This is an optimization exercise on Yosys and OpenROAD, whose aim is small area, a short achievable clock period and few clock cycles, not a production implementation. Function was checked by simulation only, so behaviour that the tests miss may differ from the original.

## job 5669
## md_unit
module md_unit (
    input  logic        clk,
    input  logic        reset,
    input  logic        start,
    input  logic [2:0]  MD_OP,
    input  logic [31:0] A,
    input  logic [31:0] B,
    input  logic        cancel,
    input  logic        D_MD,
    output logic        busy,
    output logic [31:0] MD_OUT,
    output logic [31:0] HI,
    output logic [31:0] LO,
    output logic        md_stall
);
Size in the first run: ~3500 cells after synthesis, about 170 I/O pins.
Settings: LEC_CHECK=0, ABC_AREA=1, CAP_MARGIN=20, CORE_MARGIN=2, CORE_UTILIZATION=40, SLEW_MARGIN=20; clock period 90.0 ns.
standard.sh (not shown) runs the stock make flow with config.mk's settings and CLKGATE_MAP_FILE= SYNTH_SCRIPT=/design/flow/synth_recipe.tcl, a recipe that flattens the netlist after the stock synthesis.
==> flow/flow/run.sh <==
#!/bin/bash
# The standard layout, with these changes:
#  - the port buffers are buf_1 cells instead of the default choice;
#  - after the standard synthesis, the combinational logic is mapped again:
#    flow/fa_polarity.py removes the inverters synthesis leaves around full
#    adders and XOR gates (choosing each adder's polarity and XOR/XNOR);
#    then Yosys/ABC re-maps all other combinational cells with an
#    area-oriented script (flow/resynth.abc), keeping flip-flops, full and
#    half adders and tie cells as they are; then fa_polarity.py once more.
#    Flip-flops keep their cells and names;
#  - after the resizer's repair, flow/io_paths.tcl sizes up the cells on the
#    paths from input ports to output ports while that makes the worst of
#    them faster (detailed placement then legalizes).
# Each tool's output goes to a log file of its own here.
set -euo pipefail
export BUFFER_PORTS_ARGS="-buffer_cell sky130_fd_sc_hd__buf_1"
export POST_RESIZE_TCL="$PWD/flow/io_paths.tcl"
RES="$PWD/orfs/results/sky130hd/md_unit/base"
LIB="$FLOW_HOME/platforms/sky130hd/lib/sky130_fd_sc_hd__tt_025C_1v80.lib"
bash standard.sh "$RES/1_2_yosys.v" > standard_synth.log 2>&1
cp "$RES/1_2_yosys.v" netlist_0_standard.v
python3 flow/fa_polarity.py netlist_0_standard.v netlist_1_polarity.v > fa_polarity_1.log 2>&1
KEEP=$(grep -oE "sky130_fd_sc_hd__(fa|ha|df|edf|sdf|dl|conb|clk|probe|lpflow|tap|fill|decap|diode|ebuf|einv|sdl|macro)[a-z0-9_]*" "$LIB" | sort -u | tr '\n' ' ')
cat > resynth.ys <<EOS
read_liberty -ignore_miss_func $LIB
blackbox $KEEP
read_verilog netlist_1_polarity.v
hierarchy -top md_unit
flatten
opt_clean
abc -liberty $LIB $(cat flow/dont_use.txt) -script $PWD/flow/resynth.abc
opt_clean -purge
tee -o resynth_stat.txt stat -liberty $LIB
write_verilog -noattr -nohex -nodec netlist_2_resynth.v
EOS
yosys -s resynth.ys > resynth.log 2>&1
python3 flow/fa_polarity.py netlist_2_resynth.v "$RES/1_2_yosys.v" > fa_polarity_2.log 2>&1
touch "$RES/1_2_yosys.v"
bash standard.sh > standard.log 2>&1
==> flow/flow/resynth.abc <==
strash
 dc2
 dch -f
 map -a
 strash
 dch -f
 map -a
 topo
 upsize -c
 dnsize -c
Other scripts of this flow, unchanged in this note and not shown: flow/flow/dont_use.txt, flow/flow/fa_polarity.py, flow/flow/io_paths.tcl
Job 5669 finished every step from synthesis to the final layout, and the layout passed the timing, DRC and antenna checks.
Testbench counts of job 5669, summed over its fixed seeds: cycles 49,782.
Input changes introduced in job 6412 (baseline for comparison: job 5669):
==> flow/flow/resynth.abc <==
strash
dc2
dch -f
map -a
strash
dch -f
map -a
topo
buffer -c
upsize -c
dnsize -c
diff --git a/flow/config.mk b/flow/config.mk
--- a/flow/config.mk
+++ b/flow/config.mk
@@ -9 +9 @@
-export CAP_MARGIN = 20
+export CAP_MARGIN = 10
@@ -12 +12 @@
-export SLEW_MARGIN = 20
+export SLEW_MARGIN = 10
Looking only at inverter count of the layout excluding clock inverters, and setting everything else aside, the lower value of job 6412 and job 5669 goes to job 6412. Going from job 5669 to job 6412, routability-driven placement congestion ratio grows by 6.1%. Job 6412 -> job 5669: maximum frequency flat. Taking job 5669 as the reference, in job 6412 setup slack after layout went down 69 ps; global routing met2 resource utilization lower; count of clock buffers in the final design decreased by 2 relative to the old numbers. Sort job 6412 and job 5669 by diode insertion count for antenna repair, descending, and job 6412 comes first. Average wire length per cell after detail routing: job 6412 < job 5669. Final hold slack for job 6412: 15 ps down relative to job 5669.
Setup changes, job 6412 to job 1482
diff --git a/flow/config.mk b/flow/config.mk
--- a/flow/config.mk
+++ b/flow/config.mk
@@ -9 +9 @@
-export CAP_MARGIN = 10
+export CAP_MARGIN = 20
@@ -12 +12 @@
-export SLEW_MARGIN = 10
+export SLEW_MARGIN = 20
==> run summary <==
On area of the die, job 1482 and job 6412 are neck and neck.
Diff job 1482..job 6412 | worst setup slack | unchanged
~same via count in job 1482 and job 6412
Modified inputs, job 302 compared to job 1482
diff --git a/flow/flow/run.sh b/flow/flow/run.sh
--- a/flow/flow/run.sh
+++ b/flow/flow/run.sh
@@ -10,0 +11,2 @@
+#  - flow/io_pins.tcl keeps the ports of the input-to-output paths together
+#    on the top edge;
@@ -17,0 +20 @@
+export IO_CONSTRAINTS="$PWD/flow/io_pins.tcl"
==> flow/flow/io_pins.tcl (new file) <==
# Keep the ports of the input-to-output paths together on the top edge:
# MD_OP with MD_OUT, and start/cancel/D_MD with md_stall.
set io_names {}
foreach p {MD_OP[0] MD_OP[1] MD_OP[2] start cancel D_MD md_stall} { lappend io_names $p }
for {set i 0} {$i < 32} {incr i} { lappend io_names "MD_OUT\[$i\]" }
set_io_pin_constraint -pin_names $io_names -region top:*
## What came out
Job 302 ended with every stage complete and zero timing, DRC or antenna violations. In the tables for job 1482 and job 302, worst max-slew margin expressed relative to the limit reads higher with job 1482. Between job 1482 and job 302, the core utilization figures differ only marginally. Between job 302 and job 1482, the non-filler instance count after layout figures differ only marginally. Re setup TNS: no difference whatsoever between job 302 and job 1482. On final design area excluding fillers, job 1482 and job 302 are neck and neck. Job 1482 -> job 302: vias per cell decreased slightly. Looking only at setup slack, and setting everything else aside, the lower value of job 1482 and job 302 goes to job 302.

==> static timing again, ports no longer ideal <==
The flow's constraints put no driver on any port. The routed layouts listed below were extracted and timed again, unchanged, in two steps.
Step 1 sets driving cells, clkbuf_16 on the clock port and buf_2 on the other inputs (assumed; they add their load-dependent delay and slew).
Step 2, shift: input delay + t, output delay - t, t = (earliest + latest rising clock arrival at the registers) / 2. This alone moves slack from input paths to output paths.
Slacks: no drivers / after step 1 / after step 2; pairs: no drivers / after step 1.
run | shift t [ns] | slack for setup (ns) | worst setup path after step 2 | worst slew at a driven data input, ns | pins driven straight from the clock port
job 5669 | 0.482 | 53.042 / 53.005 / 53.005 | input to output | 0.05 | 1
job 6412 | 0.479 | 52.973 / 52.934 / 52.934 | input to output | 0.06 | 1
job 1482 | 0.479 | 52.973 / 52.934 / 52.934 | input to output | 0.06 | 1
job 302 | 0.474 | 52.956 / 52.913 / 52.913 | input to output | 0.07 | 1
After both steps every run listed still meets setup and hold. The setup slack of job 302, which loses most, moves by -0.043 ns with the drivers and by -0.043 ns with both steps.
